Source: an optimization exercise on an open RTL-to-GDS flow (aim: a short achievable clock period and few clock cycles). Production flows keep margins and buffers that such runs may drop.
At most, simulation tests tie the RTL to the original design; equivalence was not proved.
Power is estimated from default activity; no workload was simulated.

==> flow/design.v (excerpt) <==
module ww_top (
	input logic clk,
	input logic reset,
	input logic psel,
	input logic penable,
	input logic pwrite,
	input logic [7:0] paddr,
	input logic [WORD_W-1:0] pwdata,
	output logic [WORD_W-1:0] prdata,
	output logic pready,
	output logic pslverr
);
==> module ww_control_panel, before the edit <==
module ww_control_panel (
	input logic clk,
	input logic reset,
	input logic psel,
	input logic penable,
	input logic pwrite,
	input logic [7:0] paddr,
	input logic [WORD_W-1:0] pwdata,
	output logic [WORD_W-1:0] prdata,
	output logic pready,
	output logic pslverr,
	input logic running,
	input logic running_nxt,
	input logic alarm_nxt,
	input logic [WORD_W-1:0] ac,
	input logic [ADDR_W-1:0] pc,
	input logic [MEM_WORDS*WORD_W-1:0] mem,
	output logic start,
	output logic [ADDR_W-1:0] start_pc,
	output logic mem_we,
	output logic [MEM_IDX_W-1:0] mem_idx,
	output logic [WORD_W-1:0] mem_wdata
);
	localparam int WAIT_MAX = 60;
	logic setup;
	logic waiting;
	logic is_mem;
	logic is_ctrl;
	logic is_stat;
	logic is_ac;
	logic is_pc;
	logic err;
	logic [MEM_IDX_W-1:0] idx;
	logic slow_rd;
	logic [ADDR_W-1:0] start_sw;	 
	logic [WORD_W-1:0] fast_rd;
	logic [5:0] wcnt;
	logic stat_q;	 
	logic [MEM_IDX_W-1:0] idx_q;
	assign setup = psel && !penable;
	assign waiting = psel && penable && !pready;
	assign idx = paddr[MEM_IDX_W+1:2];
	assign is_mem = paddr[7] && (paddr[1:0] == 2'b00);
	assign is_ctrl = paddr == REG_CONTROL;
	assign is_stat = paddr == REG_STATUS;
	assign is_ac = paddr == REG_AC;
	assign is_pc = paddr == REG_PC;
	assign err = !(is_mem || is_ctrl || is_stat || is_ac || is_pc) ||
		(pwrite && (is_stat || is_ac || is_pc)) ||
		(pwrite && running && (is_ctrl || is_mem));
	assign start = setup && pwrite && is_ctrl && !err;
	assign start_pc = pwdata[ADDR_W-1:0];
	assign slow_rd = !pwrite && is_mem && (idx >= MEM_IDX_W'(FF_WORDS));
	always_comb begin
		fast_rd = '0;
		if (is_mem) begin
			for (int i = 0; i < FF_WORDS; i++) begin
				if (idx == MEM_IDX_W'(i)) begin
					fast_rd = mem[i*WORD_W +: WORD_W];
				end
			end
		end else if (is_ctrl) begin
			fast_rd = {{(WORD_W-ADDR_W){1'b0}}, start_sw};
		end else if (is_stat) begin
			fast_rd = {{(WORD_W-2){1'b0}}, alarm_nxt, running_nxt};
		end else if (is_ac) begin
			fast_rd = ac;
		end else if (is_pc) begin
			fast_rd = {{(WORD_W-ADDR_W){1'b0}}, pc};
		end
	end
	always_ff @(posedge clk or negedge reset) begin
		if (!reset) begin
			start_sw <= '0;
			stat_q <= 1'b0;
			wcnt <= '0;
			mem_we <= 1'b0;
		end else begin
			mem_we <= setup && pwrite && is_mem && !err;
			if (start) begin
				start_sw <= start_pc;
			end
			if (setup) begin
				stat_q <= !pwrite && is_stat;
				wcnt <= '0;
			end else if (waiting) begin
				wcnt <= wcnt + 1'b1;
			end
		end
	end
	always_ff @(posedge clk) begin
		if (setup) begin
			pslverr <= err;
			pready <= !(slow_rd || (!pwrite && is_stat && running_nxt));
		end else if (waiting) begin
			if (!stat_q || !running_nxt || wcnt == 6'(WAIT_MAX)) begin
				pready <= 1'b1;
			end
		end else begin
			pready <= 1'b1;
		end
	end
	always_ff @(posedge clk) begin
		if (setup) begin
			prdata <= fast_rd;
			idx_q <= idx;
			mem_idx <= idx;
			mem_wdata <= pwdata;
		end else if (waiting) begin
			if (stat_q) begin
				prdata <= {{(WORD_W-2){1'b0}}, alarm_nxt, running_nxt};
			end else begin
				prdata <= mem[idx_q*WORD_W +: WORD_W];
			end
		end
	end
endmodule
export LEC_CHECK = 0
export ABC_CLOCK_PERIOD_IN_PS = 2500
export CAP_MARGIN = 20
export CORE_MARGIN = 2
export CORE_UTILIZATION = 35
export SLEW_MARGIN = 20
create_clock -name core_clock -period 9.0 [get_ports {clk}]
standard.sh (not shown) runs the stock make flow with config.mk's settings and CLKGATE_MAP_FILE= SYNTH_SCRIPT=/design/flow/synth_recipe.tcl, a recipe that flattens the netlist after the stock synthesis.
==> flow/flow/run.sh <==
#!/bin/bash
# Standard ORFS layout, with the timing repair aiming for extra setup slack
# (the clock period and the SDC are left as they are).
set -euo pipefail
bash standard.sh SETUP_SLACK_MARGIN=6.3 finish > flow_make.log 2>&1
Testbench counts at the start, summed over its fixed seeds: cycles 21,461.
==> next run, changes <==
--- a/flow/design.v
+++ b/flow/design.v
@@ -59,10 +59,11 @@
 	logic [ADDR_W-1:0] start_sw;	 
 	logic [WORD_W-1:0] fast_rd;
 	logic [5:0] wcnt;
 	logic stat_q;	 
 	logic [MEM_IDX_W-1:0] idx_q;
+	logic err_q;
 	assign setup = psel && !penable;
 	assign waiting = psel && penable && !pready;
 	assign idx = paddr[MEM_IDX_W+1:2];
 	assign is_mem = paddr[7] && (paddr[1:0] == 2'b00);
 	assign is_ctrl = paddr == REG_CONTROL;
@@ -112,32 +113,33 @@
 			end
 		end
 	end
 	always_ff @(posedge clk) begin
 		if (setup) begin
-			pslverr <= err;
+			err_q <= err;
+		end
+		pslverr <= setup ? err : err_q;
+		if (setup) begin
 			pready <= !(slow_rd || (!pwrite && is_stat && running_nxt));
 		end else if (waiting) begin
-			if (!stat_q || !running_nxt || wcnt == 6'(WAIT_MAX)) begin
-				pready <= 1'b1;
-			end
+			pready <= !stat_q || !running_nxt || wcnt == 6'(WAIT_MAX);
 		end else begin
 			pready <= 1'b1;
 		end
 	end
 	always_ff @(posedge clk) begin
 		if (setup) begin
-			prdata <= fast_rd;
 			idx_q <= idx;
 			mem_idx <= idx;
 			mem_wdata <= pwdata;
-		end else if (waiting) begin
-			if (stat_q) begin
-				prdata <= {{(WORD_W-2){1'b0}}, alarm_nxt, running_nxt};
-			end else begin
-				prdata <= mem[idx_q*WORD_W +: WORD_W];
-			end
+		end
+		if (setup) begin
+			prdata <= fast_rd;
+		end else if (stat_q) begin
+			prdata <= {{(WORD_W-2){1'b0}}, alarm_nxt, running_nxt};
+		end else begin
+			prdata <= mem[idx_q*WORD_W +: WORD_W];
 		end
 	end
 endmodule
 `timescale 1ns/1ps
 import ww_pkg::*;
Wire length rose by about 1.3%. Worst setup slack got worse by 0.11 ns. Core utilization decreases by 0.11 points. Non-clock buffer count drops by 31. Count of clock-buffer cells in the layout went up by 11. Fmax went down by about 3%. Die area barely changes. Total power decreases by 14%. Sequential power goes down by about 3%. Synthesized area barely changes.
The RTL of the second run of this note was laid out without a check of its function.

## separate check: timing with driven ports
The results above use ideal ports. As a check the final layouts listed here were re-extracted and re-timed, cells and wires unchanged. Step 1: set_driving_cell puts a clkbuf_16 on clk and a buf_2 on each other input, an assumption about the parent block. Step 2 times the ports against the registers' clock, not the clock port: input delays grow and output delays shrink by t, the midpoint of the rising clock arrivals with the driver on. Three values: ideal, step 1, step 2; two values: the first two.
| run | t (ns) | slack for setup (ns) | worst setup path at the end | clock arrival spread, ns | worst data-port slew with drivers (ns) |
|---|---|---|---|---|---|
| the first run | 0.824 | 5.524 / 5.524 / 4.782 | input to register | 0.058 / 0.058 | 0.35 |
| the second run | 0.861 | 5.416 / 5.416 / 4.664 | input to register | 0.081 / 0.081 | 0.11 |
After both steps setup and hold are still met in every run listed. The setup slack of the second run, which loses most, moves by 0.000 ns with the drivers and by -0.752 ns with both steps.
